This design comes from an exercise in tuning for small area, a short achievable clock period and few clock cycles per item on the open sky130 flow, not from production work. The RTL was checked by simulation tests, not by an equivalence proof against the original design.

== job 5038 ==
// sensor_activity_gesture_detector
module sensor_activity_gesture_detector (
   input  wire logic              clock,
   input  wire logic              reset,
   input  wire logic              req_valid,
   output logic                   req_ready,
   input  wire logic [31:0]       req_sample_time,
   input  wire logic [15:0]       req_raw_sample,
   output logic                   rsp_valid,
   input  wire logic              rsp_ready,
   output logic [15:0]            rsp_level,
   output logic                   rsp_active,
   output logic [1:0]             rsp_gesture_code,
   output logic [15:0]            rsp_window_min,
   output logic [15:0]            rsp_window_max,
   input  wire logic              csr_psel,
   input  wire logic              csr_penable,
   input  wire logic              csr_pwrite,
   input  wire logic [sagd_pkg::ADDR_W-1:0] csr_paddr,
   input  wire logic [63:0]       csr_pwdata,
   output logic [63:0]            csr_prdata,
   output logic                   csr_pready
);
Size: ~6600 cells after synthesis, roughly 900 flip-flops, about 240 I/O pins, ~67000 um^2 of cells after synthesis.
make LEC_CHECK=0 CAP_MARGIN=30 CORE_MARGIN=2 CORE_UTILIZATION=40 SETUP_SLACK_MARGIN=4 SLEW_MARGIN=20 SYNTH_HIERARCHICAL=1 finish   # period 10.0 ns
run.sh (not shown) runs the stock make flow with config.mk's settings and CLKGATE_MAP_FILE= SYNTH_SCRIPT=/design/flow/synth_recipe.tcl, a recipe that flattens the netlist after the stock synthesis.
Testbench counts of job 5038, summed over its fixed seeds: cycles 10,192, items 9,600.
Setup changes, job 5038 to job 5535
- SETUP_SLACK_MARGIN now 4.5, was 4
- ABC_AREA now 1, previously not set
### Flow results
Job 5038 and job 5535 all finish clean. Between job 5535 and job 5038, it is job 5535 whose count of routing violations after the opening detailed-route iteration is higher, by 577. Going from job 5038 to job 5535, critical path depth rose by 10, area fraction in and, or, nand and nor cells after synthesis rose by 6.3 points. In the final design statistics, job 5535 uses more standard cells in total than job 5038. Job 5038 → job 5535: global-route usage climbed 2.2 points; flip-flop and latch share of the layout cell area shows a reduction of 2.0 points.
Modified inputs, job 4420 compared to job 5535
- a deleted ABC_AREA that had been 1
- a change of SETUP_SLACK_MARGIN from 4.5 to 5
Results
Job 4420 completed; timing, DRC and antenna clean. The run showing the greater row count is job 5535. Job 5535 has a lower transition at the pin with the smallest max-transition slack than job 4420. As far as number of antenna-violating nets in the routed design goes, job 4420 and job 5535 are indistinguishable; the numbers are identical. Job 5535 → job 4420: multi-input combinational area share increased by 1.1 points relative to the old numbers; cell area increased by 1500 um^2 relative to the old numbers. Diff job 4420 and job 5535: relative area of non-clock buffer cells in the final design higher in job 4420. The hold slack of job 4420 exceeds that of job 5535 by 0.046 ns. Diff job 5535 -> job 4420: number of inserted filler cells in the final layout moved down, shortest clock period the worst path allows after layout went up by 0.0087 ns, clock skew went down by 0.057 ns.
Setup changes, job 4420 to job 2810
- SETUP_SLACK_MARGIN: 5 -> 4.5
==> notes.md <==
Every stage of the flow completed for job 2810, and the final layout passed the timing, DRC and antenna checks.
Job 4420 finished every step from synthesis to the final layout, and the layout passed the timing, DRC and antenna checks.
Summary — number of resized instances in the post-cts repair step, job 2810 relative to job 4420: lower, by 79%.
Looking only at shortest period the worst path allows, and setting everything else aside, the higher value of job 2810 and job 4420 goes to job 4420.

---

north:
sensor_activity_gesture_detector, a different RTL version from the one above (not shown whole).
Size in the first run: roughly 6400 cells after synthesis, roughly 840 flip-flops, about 240 I/O pins, roughly 64000 um^2 of cells after synthesis.
Settings: LEC_CHECK=0, CAP_MARGIN=30, CORE_MARGIN=2, CORE_UTILIZATION=55, CTS_BUF_LIST=sky130_fd_sc_hd__clkbuf_4 sky130_fd_sc_hd__clkbuf_8, SETUP_SLACK_MARGIN=5, SLEW_MARGIN=20, SYNTH_HIERARCHICAL=1; clock period 10.0 ns.
north finished all stages; however, its layout fails the closing checks, the failures being slew limit.
Testbench counts of north, summed over its fixed seeds: cycles 10,192, items 9,600.
## Diff of input files: south against north
Settings: changing CORE_UTILIZATION from 55 to 40; removing CTS_BUF_LIST (formerly sky130_fd_sc_hd__clkbuf_4 sky130_fd_sc_hd__clkbuf_8).
Notes after the runs:
- Across north and south, a clean result was obtained everywhere but in north.
- Worst path setup slack after routing (south over north): increase, 110 ps
- Summary of south over north: routed wire length about even.

what the ideal ports hide:
In the flow no input, the clock included, has a driving cell. The finished layouts below were timed again as built, in two steps.
Step 1: set_driving_cell puts a clkbuf_16 on clock and a buf_2 on each other input, an assumption about the parent block.
Step 2, shift: input delay + t, output delay - t, t = (earliest + latest rising clock arrival at the registers) / 2. This alone moves slack from input paths to output paths.
a / b / c = no drivers / after step 1 / after step 2; a / b = the first two.
run | shift t [ns] | setup slack, ns | hold slack, ns | worst setup path at the end | pins driven straight from the clock port
job 5038 | 0.790 | 4.066 / 4.066 / 3.629 | 0.402 / 0.402 / 0.402 | input to register | 1
job 5535 | 0.802 | 4.557 / 4.557 / 4.108 | 0.350 / 0.350 / 0.350 | input to register | 1
job 4420 | 0.802 | 4.548 / 4.548 / 4.288 | 0.396 / 0.396 / 0.396 | input to register | 1
job 2810 | 0.805 | 4.592 / 4.592 / 3.964 | 0.411 / 0.411 / 0.411 | input to register | 1
north | 0.961 | 4.279 / 4.279 / 4.167 | 0.398 / 0.398 / 0.398 | input to register | 1
south | 0.791 | 4.388 / 4.388 / 4.294 | 0.381 / 0.381 / 0.381 | input to register | 1
For job 2810, which loses most, drivers alone change the setup slack by 0.000 ns; drivers and shift together by -0.628 ns.
